What follows belongs to an exercise in optimizing a design on an open flow for small area; a production flow would make more cautious choices.
Function was checked by simulation only, so behaviour that the tests miss may differ from the original.
No activity file was given, so power comes from the tool's default toggle rates. The clock port is modelled as an ideal driver; clocking choices that lean on that would not hold on a real chip.

==> inputs of delta <==
==> flow/design.v <==
package tl_ul_pkg;
	parameter int tl_addr_w   = 32;             
	parameter int tl_data_w   = 64;             
	parameter int tl_strb_w   = tl_data_w / 8;  
	parameter int tl_source_w = 3;              
	parameter int tl_sink_w   = 3;              
	parameter int tl_opcode_w = 3;
	parameter int tl_param_w  = 3;              
	parameter int tl_size_w   = 8;              
	parameter int tl_beat_size = 3;
	typedef enum logic [tl_opcode_w-1:0] {
		put_full_data    = 3'd0,
		put_partial_data = 3'd1,
		arithmetic_data  = 3'd2,  
		logical_data     = 3'd3,  
		get              = 3'd4,
		intent           = 3'd5,  
		acquire_block    = 3'd6,  
		acquire_perm     = 3'd7   
	} a_opcode_e;
	typedef enum logic [tl_opcode_w-1:0] {
		access_ack      = 3'd0,
		access_ack_data = 3'd1
	} d_opcode_e;
	typedef enum logic [1:0] {
		st_idle,     
		st_access,   
		st_respond   
	} slave_state_e;
endpackage
`timescale 1ns/10ps
import tl_ul_pkg::*;
module tl_slave_fsm #(
	parameter int DEPTH = 64
) (
	input  logic clk,
	input  logic rst,
	input  logic a_valid,
	input  logic d_ready,
	output logic a_ready,
	output logic d_valid,
	input  logic [$clog2(DEPTH)-1:0] idx,   
	output logic                     clr,   
	output logic                     hit    
);
	localparam int idx_w = $clog2(DEPTH);
	logic [idx_w-1:0] ptr;    
	logic             pend;
	logic             first;  
	always_ff @(posedge clk or posedge rst) begin
		if (rst) begin
			ptr  <= '1;
			clr  <= 1'b1;
			first <= 1'b1;
			pend <= 1'b0;
			d_valid <= 1'b0;
		end else begin
			ptr   <= ptr + 1'b1;
			first <= 1'b0;
			if (ptr == idx_w'(DEPTH-1) && !first)
				clr <= 1'b0;
			if (a_valid & a_ready)
				pend <= 1'b1;
			else if (hit)
				pend <= 1'b0;
			if (hit)
				d_valid <= 1'b1;
			else if (d_ready)
				d_valid <= 1'b0;
		end
	end
	assign hit     = pend & (ptr == idx);
	assign a_ready = ~(clr | pend | d_valid);
endmodule
`timescale 1ns/10ps
import tl_ul_pkg::*;
module tl_request_decode #(
	parameter int DEPTH = 64
) (
	input  logic                       clk,
	input  logic                       load,   
	input  logic                       hit,
	input  logic                       clr,
	input  logic [tl_opcode_w-1:0]     a_opcode,
	input  logic [tl_addr_w-1:0]       a_address,
	input  logic [tl_size_w-1:0]       a_size,
	input  logic [tl_strb_w-1:0]       a_mask,
	input  logic [tl_data_w-1:0]       a_data,
	input  logic [tl_source_w-1:0]     a_source,
	output logic [$clog2(DEPTH)-1:0]   idx,
	input  logic [tl_data_w-1:0]       head,
	output logic [tl_strb_w-1:0]       strb,
	output logic [tl_data_w-1:0]       wdata,
	output logic [tl_opcode_w-1:0]     d_opcode,
	output logic [tl_param_w-1:0]      d_param,
	output logic [tl_size_w-1:0]       d_size,
	output logic [tl_sink_w-1:0]       d_sink,
	output logic [tl_source_w-1:0]     d_source,
	output logic [tl_data_w-1:0]       d_data,
	output logic                       d_error
);
	localparam int idx_w  = $clog2(DEPTH);
	localparam int idx_lo = tl_beat_size;
	logic is_full, is_partial, is_get, good;
	logic get_q;
	logic [tl_strb_w-1:0] mask_q;   
	logic [tl_data_w-1:0] buf_q;
	assign is_full    = (a_opcode == put_full_data);
	assign is_partial = (a_opcode == put_partial_data);
	assign is_get     = (a_opcode == get);
	assign good       = (a_size == tl_size_w'(tl_beat_size))
	                  & (a_address[tl_addr_w-1:idx_lo+idx_w] == '0);
	always_ff @(posedge clk) begin
		if (load) begin
			idx      <= a_address[idx_lo +: idx_w];
			mask_q   <= (good & is_full) ? '1 : (good & is_partial) ? a_mask : '0;
			get_q    <= good & is_get;
			d_error  <= ~(good & (is_full | is_partial | is_get));
			d_size   <= a_size;
			d_source <= a_source;
		end
	end
	logic sel_a, sel_h, sel_q;
	assign sel_a = load;
	assign sel_h = hit & get_q;
	assign sel_q = ~(load | sel_h | clr);
	always_ff @(posedge clk) begin
		buf_q <= ({tl_data_w{sel_a}} & a_data)
		       | ({tl_data_w{sel_h}} & head)
		       | ({tl_data_w{sel_q}} & buf_q);
	end
	assign strb  = {tl_strb_w{clr}} | ({tl_strb_w{hit}} & mask_q);
	assign wdata = buf_q;
	assign d_opcode = get_q ? access_ack_data : access_ack;
	assign d_data   = buf_q;
	assign d_param  = '0;
	assign d_sink   = '0;
endmodule
`timescale 1ns/10ps
import tl_ul_pkg::*;
module tl_byte_mem #(
	parameter int DEPTH = 64
) (
	input  logic                 clk,
	input  logic [tl_strb_w-1:0] strb,   
	input  logic [tl_data_w-1:0] wdata,
	output logic [tl_data_w-1:0] head    
);
	logic [DEPTH-1:0][tl_data_w-1:0] ring;
	logic [tl_data_w-1:0]            tail;
	always_comb begin
		for (int b = 0; b < tl_strb_w; b++)
			tail[8*b +: 8] = strb[b] ? wdata[8*b +: 8] : ring[0][8*b +: 8];
	end
	always_ff @(posedge clk) begin
		ring <= {tail, ring[DEPTH-1:1]};
	end
	assign head = ring[0];
endmodule
`timescale 1ns/10ps
import tl_ul_pkg::*;
module tl_ul_slave_top #(
	parameter int DEPTH = 64  
) (
	input  logic                   clk,
	input  logic                   rst,
	input  logic                   a_valid,
	output logic                   a_ready,
	input  logic [tl_opcode_w-1:0] a_opcode,
	input  logic [tl_param_w-1:0]  a_param,    
	input  logic [tl_addr_w-1:0]   a_address,
	input  logic [tl_size_w-1:0]   a_size,
	input  logic [tl_strb_w-1:0]   a_mask,
	input  logic [tl_data_w-1:0]   a_data,
	input  logic [tl_source_w-1:0] a_source,
	output logic                   d_valid,
	input  logic                   d_ready,
	output logic [tl_opcode_w-1:0] d_opcode,
	output logic [tl_param_w-1:0]  d_param,
	output logic [tl_size_w-1:0]   d_size,
	output logic [tl_sink_w-1:0]   d_sink,
	output logic [tl_source_w-1:0] d_source,
	output logic [tl_data_w-1:0]   d_data,
	output logic                   d_error
);
	logic                     clr;
	logic                     hit;
	logic [$clog2(DEPTH)-1:0] idx;
	logic [tl_strb_w-1:0]     strb;
	logic [tl_data_w-1:0]     wdata;
	logic [tl_data_w-1:0]     head;
	tl_slave_fsm #(.DEPTH(DEPTH)) u_fsm (
		.clk     (clk),
		.rst     (rst),
		.a_valid (a_valid),
		.d_ready (d_ready),
		.a_ready (a_ready),
		.d_valid (d_valid),
		.idx     (idx),
		.clr     (clr),
		.hit     (hit)
	);
	tl_request_decode #(.DEPTH(DEPTH)) u_decode (
		.clk       (clk),
		.load      (a_ready),
		.hit       (hit),
		.clr       (clr),
		.a_opcode  (a_opcode),
		.a_address (a_address),
		.a_size    (a_size),
		.a_mask    (a_mask),
		.a_data    (a_data),
		.a_source  (a_source),
		.idx       (idx),
		.head      (head),
		.strb      (strb),
		.wdata     (wdata),
		.d_opcode  (d_opcode),
		.d_param   (d_param),
		.d_size    (d_size),
		.d_sink    (d_sink),
		.d_source  (d_source),
		.d_data    (d_data),
		.d_error   (d_error)
	);
	tl_byte_mem #(.DEPTH(DEPTH)) u_mem (
		.clk   (clk),
		.strb  (strb),
		.wdata (wdata),
		.head  (head)
	);
endmodule
==> flow/flow/run.sh <==
#!/bin/bash
# Own flow: the standard ORFS layout (standard.sh, unchanged synthesis) with
#  - the smallest buffer on every port instead of ORFS's default choice,
#  - clock tree synthesis without dummy loads, with larger sink clusters.
set -euo pipefail
export BUFFER_PORTS_ARGS="-buffer_cell sky130_fd_sc_hd__buf_1"
export CTS_ARGS="-sink_clustering_enable -repair_clock_nets -dont_use_dummy_load -buf_list sky130_fd_sc_hd__clkbuf_16 -sink_clustering_size ${CTS_SIZE:-38} -sink_clustering_max_diameter ${CTS_DIAM:-80}"
bash standard.sh > standard_flow.log 2>&1
==> flow/standard.sh <==
#!/bin/bash
# synth_recipe.tcl (not shown) runs the flow's synth.tcl, then flattens the netlist and writes it again
# the make line also repeats each setting of config.mk as NAME=value (left out here)
make -C /OpenROAD-flow-scripts/flow DESIGN_CONFIG=/design/flow/config.mk WORK_HOME=/design/flow/orfs CLKGATE_MAP_FILE= SYNTH_SCRIPT=/design/flow/synth_recipe.tcl "${@:-finish}"
==> flow/config.mk <==
export PLATFORM = sky130hd
export DESIGN_NAME = tl_ul_slave_top
export DESIGN_NICKNAME = tl_ul_slave_top
export VERILOG_FILES = /design/flow/design.v
export SDC_FILE = /design/flow/constraint.sdc
export NUM_CORES = 4
export LEC_CHECK = 0
export ABC_AREA = 1
export CAP_MARGIN = 20
export CORE_MARGIN = 2
export CORE_UTILIZATION = 65
export SLEW_MARGIN = 20
==> flow/constraint.sdc <==
create_clock -name core_clock -period 5.5 [get_ports {clk}]
set_input_delay 1.1000 -clock core_clock [delete_from_list [all_inputs] [get_ports {clk}]]
set_output_delay 1.1000 -clock core_clock [all_outputs]
set_load 0.01 [all_outputs]
==> ember (differences from delta) <==
--- a/flow/design.v
+++ b/flow/design.v
@@ -44,20 +44,17 @@
 	output logic                     hit    
 );
 	localparam int idx_w = $clog2(DEPTH);
-	logic [idx_w-1:0] ptr;    
+	logic [idx_w-1:0] ptr;  
 	logic             pend;
-	logic             first;  
 	always_ff @(posedge clk or posedge rst) begin
 		if (rst) begin
-			ptr  <= '1;
+			ptr  <= '0;
 			clr  <= 1'b1;
-			first <= 1'b1;
 			pend <= 1'b0;
 			d_valid <= 1'b0;
 		end else begin
-			ptr   <= ptr + 1'b1;
-			first <= 1'b0;
-			if (ptr == idx_w'(DEPTH-1) && !first)
+			ptr <= ptr + 1'b1;
+			if (ptr == idx_w'(DEPTH-1))
 				clr <= 1'b0;
 			if (a_valid & a_ready)
 				pend <= 1'b1;
@@ -78,6 +75,7 @@
 	parameter int DEPTH = 64
 ) (
 	input  logic                       clk,
+	input  logic                       rst,
 	input  logic                       load,   
 	input  logic                       hit,
 	input  logic                       clr,
@@ -120,14 +118,13 @@
 			d_source <= a_source;
 		end
 	end
-	logic sel_a, sel_h, sel_q;
-	assign sel_a = load;
-	assign sel_h = hit & get_q;
-	assign sel_q = ~(load | sel_h | clr);
-	always_ff @(posedge clk) begin
-		buf_q <= ({tl_data_w{sel_a}} & a_data)
-		       | ({tl_data_w{sel_h}} & head)
-		       | ({tl_data_w{sel_q}} & buf_q);
+	always_ff @(posedge clk or posedge rst) begin
+		if (rst)
+			buf_q <= '0;
+		else if (load)
+			buf_q <= a_data;
+		else if (hit & get_q)
+			buf_q <= head;
 	end
 	assign strb  = {tl_strb_w{clr}} | ({tl_strb_w{hit}} & mask_q);
 	assign wdata = buf_q;
@@ -202,6 +199,7 @@
 	);
 	tl_request_decode #(.DEPTH(DEPTH)) u_decode (
 		.clk       (clk),
+		.rst       (rst),
 		.load      (a_ready),
 		.hit       (hit),
 		.clr       (clr),
==> flow/run.sh (new file) <==
#!/bin/bash
# synth_recipe.tcl (not shown) runs the flow's synth.tcl, then flattens the netlist and writes it again
# the make line also repeats each setting of config.mk as NAME=value (left out here)
make -C /OpenROAD-flow-scripts/flow DESIGN_CONFIG=/design/flow/config.mk WORK_HOME=/design/flow/orfs CLKGATE_MAP_FILE= SYNTH_SCRIPT=/design/flow/synth_recipe.tcl finish
Settings changed: ABC_AREA 1 to not set, CORE_UTILIZATION 65 to 40.
removed: flow/flow/run.sh
removed: flow/standard.sh
==> sierra (differences from delta) <==
==> flow/design.v, changed modules only <==
module tl_slave_fsm #(
	parameter int DEPTH = 64
) (
	input  logic clk,
	input  logic rst,
	input  logic a_valid,
	input  logic d_ready,
	output logic a_ready,
	output logic d_valid,
	input  logic [$clog2(DEPTH)-1:0] idx,   
	input  logic                     bad,   
	output logic                     clr,   
	output logic                     acc    
);
	localparam int idx_w = $clog2(DEPTH);
	logic [idx_w-1:0] ptr;  
	logic [idx_w-1:0] ptr_nxt;
	assign ptr_nxt = ptr + 1'b1;
	assign acc     = a_valid & a_ready;
	always_ff @(posedge clk or posedge rst) begin
		if (rst) begin
			ptr     <= '0;
			clr     <= 1'b1;
			a_ready <= 1'b0;
			d_valid <= 1'b0;
		end else begin
			ptr <= ptr_nxt;
			if (ptr == idx_w'(DEPTH-1))
				clr <= 1'b0;
			a_ready <= a_valid & ~acc & ~(d_valid & ~d_ready) & (bad | (idx == ptr_nxt));
			if (acc)
				d_valid <= 1'b1;
			else if (d_ready)
				d_valid <= 1'b0;
		end
	end
endmodule
module tl_request_decode #(
	parameter int DEPTH = 64
) (
	input  logic                       clk,
	input  logic                       acc,
	input  logic                       clr,
	input  logic [tl_opcode_w-1:0]     a_opcode,
	input  logic [tl_addr_w-1:0]       a_address,
	input  logic [tl_size_w-1:0]       a_size,
	input  logic [tl_strb_w-1:0]       a_mask,
	input  logic [tl_source_w-1:0]     a_source,
	output logic [$clog2(DEPTH)-1:0]   idx,
	output logic                       bad,
	input  logic [tl_data_w-1:0]       head,
	output logic [tl_strb_w-1:0]       wr,
	output logic [tl_strb_w-1:0]       keep,
	output logic [tl_opcode_w-1:0]     d_opcode,
	output logic [tl_param_w-1:0]      d_param,
	output logic [tl_size_w-1:0]       d_size,
	output logic [tl_sink_w-1:0]       d_sink,
	output logic [tl_source_w-1:0]     d_source,
	output logic [tl_data_w-1:0]       d_data,
	output logic                       d_error
);
	localparam int idx_w  = $clog2(DEPTH);
	localparam int idx_lo = tl_beat_size;
	logic is_full, is_partial, is_get, good;
	logic get_q;
	logic [tl_data_w-1:0] rdata_q;
	assign is_full    = (a_opcode == put_full_data);
	assign is_partial = (a_opcode == put_partial_data);
	assign is_get     = (a_opcode == get);
	assign good       = (a_size == tl_size_w'(tl_beat_size))
	                  & (a_address[tl_addr_w-1:idx_lo+idx_w] == '0);
	assign idx = a_address[idx_lo +: idx_w];
	assign bad = ~(good & (is_full | is_partial | is_get));
	assign wr   = {tl_strb_w{acc & good}} & ({tl_strb_w{is_full}} | ({tl_strb_w{is_partial}} & a_mask));
	assign keep = ~wr & {tl_strb_w{~clr}};
	always_ff @(posedge clk) begin
		if (acc) begin
			get_q    <= good & is_get;
			d_error  <= bad;
			d_size   <= a_size;
			d_source <= a_source;
		end
	end
	logic sel_h, sel_q;
	assign sel_h = acc & good & is_get & ~clr;
	assign sel_q = ~(acc & good & is_get);
	always_ff @(posedge clk) begin
		rdata_q <= ({tl_data_w{sel_h}} & head) | ({tl_data_w{sel_q}} & rdata_q);
	end
	assign d_opcode = get_q ? access_ack_data : access_ack;
	assign d_data   = rdata_q;
	assign d_param  = '0;
	assign d_sink   = '0;
endmodule
module tl_byte_mem #(
	parameter int DEPTH = 64
) (
	input  logic                 clk,
	input  logic [tl_strb_w-1:0] wr,     
	input  logic [tl_strb_w-1:0] keep,   
	input  logic [tl_data_w-1:0] wdata,
	output logic [tl_data_w-1:0] head    
);
	logic [DEPTH-1:0][tl_data_w-1:0] ring;
	logic [tl_data_w-1:0]            tail;
	always_comb begin
		for (int b = 0; b < tl_strb_w; b++)
			tail[8*b +: 8] = ({8{wr[b]}} & wdata[8*b +: 8]) | ({8{keep[b]}} & ring[0][8*b +: 8]);
	end
	always_ff @(posedge clk) begin
		ring <= {tail, ring[DEPTH-1:1]};
	end
	assign head = ring[0];
endmodule
module tl_ul_slave_top #(
	parameter int DEPTH = 64  
) (
	input  logic                   clk,
	input  logic                   rst,
	input  logic                   a_valid,
	output logic                   a_ready,
	input  logic [tl_opcode_w-1:0] a_opcode,
	input  logic [tl_param_w-1:0]  a_param,    
	input  logic [tl_addr_w-1:0]   a_address,
	input  logic [tl_size_w-1:0]   a_size,
	input  logic [tl_strb_w-1:0]   a_mask,
	input  logic [tl_data_w-1:0]   a_data,
	input  logic [tl_source_w-1:0] a_source,
	output logic                   d_valid,
	input  logic                   d_ready,
	output logic [tl_opcode_w-1:0] d_opcode,
	output logic [tl_param_w-1:0]  d_param,
	output logic [tl_size_w-1:0]   d_size,
	output logic [tl_sink_w-1:0]   d_sink,
	output logic [tl_source_w-1:0] d_source,
	output logic [tl_data_w-1:0]   d_data,
	output logic                   d_error
);
	logic                     clr;
	logic                     acc;
	logic                     bad;
	logic [$clog2(DEPTH)-1:0] idx;
	logic [tl_strb_w-1:0]     wr;
	logic [tl_strb_w-1:0]     keep;
	logic [tl_data_w-1:0]     head;
	tl_slave_fsm #(.DEPTH(DEPTH)) u_fsm (
		.clk     (clk),
		.rst     (rst),
		.a_valid (a_valid),
		.d_ready (d_ready),
		.a_ready (a_ready),
		.d_valid (d_valid),
		.idx     (idx),
		.bad     (bad),
		.clr     (clr),
		.acc     (acc)
	);
	tl_request_decode #(.DEPTH(DEPTH)) u_decode (
		.clk       (clk),
		.acc       (acc),
		.clr       (clr),
		.a_opcode  (a_opcode),
		.a_address (a_address),
		.a_size    (a_size),
		.a_mask    (a_mask),
		.a_source  (a_source),
		.idx       (idx),
		.bad       (bad),
		.head      (head),
		.wr        (wr),
		.keep      (keep),
		.d_opcode  (d_opcode),
		.d_param   (d_param),
		.d_size    (d_size),
		.d_sink    (d_sink),
		.d_source  (d_source),
		.d_data    (d_data),
		.d_error   (d_error)
	);
	tl_byte_mem #(.DEPTH(DEPTH)) u_mem (
		.clk   (clk),
		.wr    (wr),
		.keep  (keep),
		.wdata (a_data),
		.head  (head)
	);
endmodule
==> flow/flow/run.sh (replaced) <==
#!/bin/bash
# Own flow: the standard layout (standard.sh) with
#  - synthesis as standard (synth_recipe.tcl), but with an area-oriented ABC
#    script for the combinational logic (flow/area_synth.tcl, flow/area.abc),
#  - the smallest buffer on every port instead of ORFS's default choice,
#  - clock tree synthesis without dummy loads, with larger sink clusters.
# Each tool's output goes to the ORFS logs under orfs/logs; make's output to
# standard_flow.log here.
set -euo pipefail
work=$(pwd)
export FLOW_SYNTH_TCL=$work/synth_recipe.tcl
export AREA_ABC_SCRIPT=$work/flow/area.abc
export BUFFER_PORTS_ARGS="-buffer_cell sky130_fd_sc_hd__buf_1"
export CTS_ARGS="-sink_clustering_enable -repair_clock_nets -dont_use_dummy_load -buf_list sky130_fd_sc_hd__clkbuf_16 -sink_clustering_size 36 -sink_clustering_max_diameter 70"
sed "s#SYNTH_SCRIPT=[^ ]*#SYNTH_SCRIPT=$work/flow/area_synth.tcl#" standard.sh > area_standard.sh
grep -q "SYNTH_SCRIPT=$work/flow/area_synth.tcl" area_standard.sh
bash area_standard.sh > standard_flow.log 2>&1
==> flow/flow/area.abc (new file) <==
strash; &get -n; &st; &dch; &nf -R 1000; &put; topo; stime -c
==> flow/flow/area_synth.tcl (new file) <==
# The standard synthesis (synth_recipe.tcl, sourced unchanged), except that
# every abc call maps the combinational logic with flow/area.abc, an
# area-oriented script, in place of the script ORFS gives it. Registers are
# mapped before abc runs, so they are those of the standard synthesis.
proc abc {args} {
  set i [lsearch -exact $args -script]
  if { $i >= 0 } { set args [lreplace $args $i [expr {$i + 1}]] }
  yosys abc -script $::env(AREA_ABC_SCRIPT) {*}$args
}
source $::env(FLOW_SYNTH_TCL)
Settings changed: ABC_AREA 1 to not set.
==> quartz (differences from delta) <==
--- a/flow/design.v
+++ b/flow/design.v
@@ -44,20 +44,17 @@
 	output logic                     hit    
 );
 	localparam int idx_w = $clog2(DEPTH);
-	logic [idx_w-1:0] ptr;    
+	logic [idx_w-1:0] ptr;  
 	logic             pend;
-	logic             first;  
 	always_ff @(posedge clk or posedge rst) begin
 		if (rst) begin
-			ptr  <= '1;
+			ptr  <= '0;
 			clr  <= 1'b1;
-			first <= 1'b1;
 			pend <= 1'b0;
 			d_valid <= 1'b0;
 		end else begin
-			ptr   <= ptr + 1'b1;
-			first <= 1'b0;
-			if (ptr == idx_w'(DEPTH-1) && !first)
+			ptr <= ptr + 1'b1;
+			if (ptr == idx_w'(DEPTH-1))
 				clr <= 1'b0;
 			if (a_valid & a_ready)
 				pend <= 1'b1;
@@ -78,6 +75,7 @@
 	parameter int DEPTH = 64
 ) (
 	input  logic                       clk,
+	input  logic                       rst,
 	input  logic                       load,   
 	input  logic                       hit,
 	input  logic                       clr,
@@ -120,14 +118,13 @@
 			d_source <= a_source;
 		end
 	end
-	logic sel_a, sel_h, sel_q;
-	assign sel_a = load;
-	assign sel_h = hit & get_q;
-	assign sel_q = ~(load | sel_h | clr);
-	always_ff @(posedge clk) begin
-		buf_q <= ({tl_data_w{sel_a}} & a_data)
-		       | ({tl_data_w{sel_h}} & head)
-		       | ({tl_data_w{sel_q}} & buf_q);
+	always_ff @(posedge clk or posedge rst) begin
+		if (rst)
+			buf_q <= '0;
+		else if (load)
+			buf_q <= a_data;
+		else if (hit & get_q)
+			buf_q <= head;
 	end
 	assign strb  = {tl_strb_w{clr}} | ({tl_strb_w{hit}} & mask_q);
 	assign wdata = buf_q;
@@ -202,6 +199,7 @@
 	);
 	tl_request_decode #(.DEPTH(DEPTH)) u_decode (
 		.clk       (clk),
+		.rst       (rst),
 		.load      (a_ready),
 		.hit       (hit),
 		.clr       (clr),
==> flow/run.sh (new file) <==
#!/bin/bash
# synth_recipe.tcl (not shown) runs the flow's synth.tcl, then flattens the netlist and writes it again
# the make line also repeats each setting of config.mk as NAME=value (left out here)
make -C /OpenROAD-flow-scripts/flow DESIGN_CONFIG=/design/flow/config.mk WORK_HOME=/design/flow/orfs CLKGATE_MAP_FILE= SYNTH_SCRIPT=/design/flow/synth_recipe.tcl finish
Settings changed: CTS_BUF_LIST set to sky130_fd_sc_hd__clkbuf_16, CTS_CLUSTER_DIAMETER set to 60, CTS_CLUSTER_SIZE set to 30.
removed: flow/flow/run.sh
removed: flow/standard.sh
==> qor summary <==
item                                                                                 delta                    ember                   sierra                   quartz
Met3 routed wirelength                                                             6.10 mm                  5.01 mm                  5.15 mm                  4.53 mm
Total wire length                                                                   100 mm                   101 mm                  92.4 mm                   103 mm
Antenna fix cells                                                                        2                        6                        5                        3
Sequential cell count                                                                 4197                     4196                     4182                     4196
Total via count after detailed routing                                               30200                    30400                    27800                    30600
Count of buffers not belonging to the clock network in the layout                      206                      203                      204                      208
Floorplan die width                                                                 371 um                   473 um                   367 um                   372 um
Relative contribution of sequential cells to total power                             70.0%                    53.3%                    70.5%                    66.4%
Path depth of the worst reg2reg path                                                     5                        4                        5                        8
Crit. Startpoint                                                                u_fsm.pend                u_fsm.clr            a_address[10]               u_fsm.pend
Design area                                                                    0.0934 mm^2               0.106 mm^2              0.0921 mm^2              0.0968 mm^2
Critical path data required time                                                   4.40 ns                  4.40 ns                  6.15 ns                  4.40 ns
Worst setup slack after layout                                                     1.53 ns                  1.50 ns                  2.15 ns                  1.54 ns
Number of multi-input combinational cells                                              555                      258                      210                      675
Relative area of clock buffers and inverters in the final design                     3.51%                    11.8%                    3.91%                    4.99%
H-tree depth                                                                             4                        5                        4                        4
Buffer depth of the longest clock path                                                   3                        4                        3                        3
Wire length of the first global-routing pass                                        158 mm                   167 mm                   147 mm                   162 mm
Register-to-register path setup slack                                              2.26 ns                  2.47 ns                  2.92 ns                  2.50 ns
Hold path endpoint                                                        u_mem.ring[3954]         u_mem.ring[2691]                        -         u_mem.ring[3425]
Minimum clock period after layout                                                  3.97 ns                  4.00 ns                  3.35 ns                  3.96 ns
Seq/total area                                                                       90.3%                    79.8%                    91.1%                    87.5%
Gate power share                                                                      2.6%                     2.7%                     0.2%                     3.0%
Clk_skew                                                                         0.0375 ns                0.0808 ns                0.0377 ns                0.0248 ns
R2R Path Start                                                                  u_fsm.pend                u_fsm.clr            u_fsm.a_ready               u_fsm.pend
Outcome                                                            complete, no violations  complete, no violations  complete, no violations  complete, no violations
Portion of netlist area occupied by mux cells                                           0%                    2.98%                       0%                       0%

==> afterwards: timing with drivers on the ports <==
No port has a modelled driver above. Below, the same layouts with a new extraction and two added sets of constraints. Step 1 sets driving cells, clkbuf_16 on the clock port and buf_2 on the other inputs (assumed; they add their load-dependent delay and slew). Step 2 adds t to the input delays and takes it off the output delays; t is the mean of the earliest and latest rising clock arrival at the registers after step 1. Input paths then give back, and output paths get back, about the clock's delay inside the block. Slacks: ideal ports / drivers / drivers and shift; pairs: ideal ports / drivers.
run	shift t [ns]	slack for setup (ns)	worst register clock-pin slew, ns	worst slew at a driven data input, ns	cell pins on the clock port's net
delta	0.834	1.526 / 1.450 / 2.259	0.13 / 0.13	0.20	1
ember	1.002	1.498 / 1.420 / 2.422	0.07 / 0.07	0.09	1
sierra	0.823	2.151 / 2.200 / 1.378	0.12 / 0.12	0.11	1
quartz	0.863	1.535 / 1.466 / 1.926	0.11 / 0.11	0.14	1
After both steps every run listed still meets setup and hold. For sierra, which loses most, drivers alone change the setup slack by +0.049 ns; drivers and shift together by -0.773 ns.
